From an optimization exercise on the open Yosys and OpenROAD flow, aimed at small area; shortcuts taken in it are not production practice. The RTL was checked by simulation tests, not by an equivalence proof against the original design. Power is estimated from default activity; no workload was simulated.

Design interface_omega_damping, start of the top module:
module interface_omega_damping (
  input  logic        clk,
  input  logic        rst,
  input  logic        cfg_we,
  input  logic [1:0]  cfg_index,
  input  logic [16:0] cfg_data,
  input  logic        in_valid,
  output logic        in_ready,
  input  logic        start_of_pass,
  input  logic [16:0] phase_fraction,
  input  logic [31:0] eddy_viscosity,
  input  logic [63:0] cell_volume,
  input  logic [63:0] omega_in,
  output logic        out_valid,
  input  logic        out_ready,
  output logic [63:0] omega_out,
  output logic        was_corrected,
  output logic        saturated,
  output logic [31:0] corrected_so_far,
  output logic [31:0] cells_so_far
);
  logic [2:0]  ph;
  logic [6:0]  j;
  logic [4:0]  k;
  logic        clrp;
  logic [16:0] lower_limit;
  logic [16:0] upper_limit;
  logic [15:0] damping_gain;
  logic [15:0] beta_star;
  logic [63:0] R;
  logic [63:0] Z;
  logic [45:0] Tn;     
  logic        c23r;
  logic        ger;
  logic        d1, d2, d3, e1, e2;
  logic [1:0]  ci;
  logic        co;
  logic        acc;
  logic        win;
  assign in_ready  = (ph == iod_pkg::PH_IDLE) && !out_valid;
  assign acc       = in_valid && in_ready && !rst;
  assign omega_out = R;
  ...
==> flow/config.mk <==
export PLATFORM = sky130hd
export DESIGN_NAME = interface_omega_damping
export DESIGN_NICKNAME = interface_omega_damping
export VERILOG_FILES = /design/flow/design.v
export SDC_FILE = /design/flow/constraint.sdc
export NUM_CORES = 4
export LEC_CHECK = 0
export ABC_AREA = 1
export CAP_MARGIN = 20
export CORE_MARGIN = 2
export CORE_UTILIZATION = 70
export SETUP_SLACK_MARGIN = 0.4
export SLEW_MARGIN = 20
export BUFFER_PORTS_ARGS = -buffer_cell sky130_fd_sc_hd__buf_1
export CTS_ARGS = -sink_clustering_enable -repair_clock_nets -dont_use_dummy_load -sink_clustering_size 20 -sink_clustering_max_diameter 60 -buf_list sky130_fd_sc_hd__clkbuf_16
==> flow/constraint.sdc <==
create_clock -name core_clock -period 13.5 [get_ports {clk}]
set_input_delay 2.7000 -clock core_clock [delete_from_list [all_inputs] [get_ports {clk}]]
set_output_delay 2.7000 -clock core_clock [all_outputs]
set_load 0.01 [all_outputs]
standard.sh (not shown) runs the stock make flow with config.mk's settings and CLKGATE_MAP_FILE= SYNTH_SCRIPT=/design/flow/synth_recipe.tcl, a recipe that flattens the netlist after the stock synthesis.
==> flow/flow/run.sh <==
#!/bin/bash
# The standard layout (standard.sh, all steps), with two changes to how
# the layout is made:
#  - the port buffers are the smallest buffer, sky130_fd_sc_hd__buf_1
#  - CTS clusters up to 20 sinks per clkbuf_16 and inserts no dummy loads
set -euo pipefail
cat >> config.mk <<'EOC'
export BUFFER_PORTS_ARGS = -buffer_cell sky130_fd_sc_hd__buf_1
export CTS_ARGS = -sink_clustering_enable -repair_clock_nets -dont_use_dummy_load -sink_clustering_size 20 -sink_clustering_max_diameter 60 -buf_list sky130_fd_sc_hd__clkbuf_16
EOC
bash standard.sh > standard.log 2>&1
The first run completed with no timing, DRC or antenna violations.
Next try:
==> flow/flow/run.sh (replaced) <==
#!/bin/bash
# The standard layout (standard.sh, all steps), with two changes to how
# the layout is made:
#  - the port buffers are the smallest buffer, sky130_fd_sc_hd__buf_1
#  - CTS clusters up to 12 sinks per clkbuf_8 and inserts no dummy loads
set -euo pipefail
cat >> config.mk <<'EOC'
export BUFFER_PORTS_ARGS = -buffer_cell sky130_fd_sc_hd__buf_1
export CTS_ARGS = -sink_clustering_enable -repair_clock_nets -dont_use_dummy_load -sink_clustering_size 12 -sink_clustering_max_diameter 50 -buf_list sky130_fd_sc_hd__clkbuf_8
EOC
bash standard.sh > standard.log 2>&1
--- a/flow/config.mk
+++ b/flow/config.mk
@@ -8 +7,0 @@
-export ABC_AREA = 1
@@ -15 +14 @@
-export CTS_ARGS = -sink_clustering_enable -repair_clock_nets -dont_use_dummy_load -sink_clustering_size 20 -sink_clustering_max_diameter 60 -buf_list sky130_fd_sc_hd__clkbuf_16
+export CTS_ARGS = -sink_clustering_enable -repair_clock_nets -dont_use_dummy_load -sink_clustering_size 12 -sink_clustering_max_diameter 50 -buf_list sky130_fd_sc_hd__clkbuf_8
The changed run finished clean.
Die area goes down slightly.
Via count is lower by roughly a tenth.
Synthesized cell count is lower by about a fifth.
Count of clock-buffer cells in the layout rises by 10.
Sequential share of layout area is higher by 0.83 points.
Total power stays flat.
Worst setup slack improves by 0.051 ns.
Final area shrinks slightly.
Clock skew falls by 0.022 ns.

==> separate check: timing with driven ports <==
No port has a modelled driver above. Below, the same layouts with a new extraction and two added sets of constraints.
Step 1 (the two cells are an assumption about what drives the block):
set clk [get_ports {clk}]
set_driving_cell -lib_cell sky130_fd_sc_hd__clkbuf_16 $clk
set_driving_cell -lib_cell sky130_fd_sc_hd__buf_2 [delete_from_list [all_inputs] $clk]
Step 2 times the ports against the registers' clock, not the clock port: input delays grow and output delays shrink by t, the midpoint of the rising clock arrivals with the driver on.
Slacks: ideal / step 1 / step 2; pairs: ideal / step 1.
run | shift t [ns] | slack for setup (ns) | clock arrival spread, ns | worst register clock-pin slew, ns | pins driven straight from the clock port
the first run | 0.591 | 1.076 / 1.076 / 1.076 | 0.060 / 0.060 | 0.09 / 0.09 | 1
the second run | 0.576 | 1.127 / 1.127 / 1.127 | 0.038 / 0.038 | 0.08 / 0.08 | 1
After both steps every run listed still meets setup and hold.
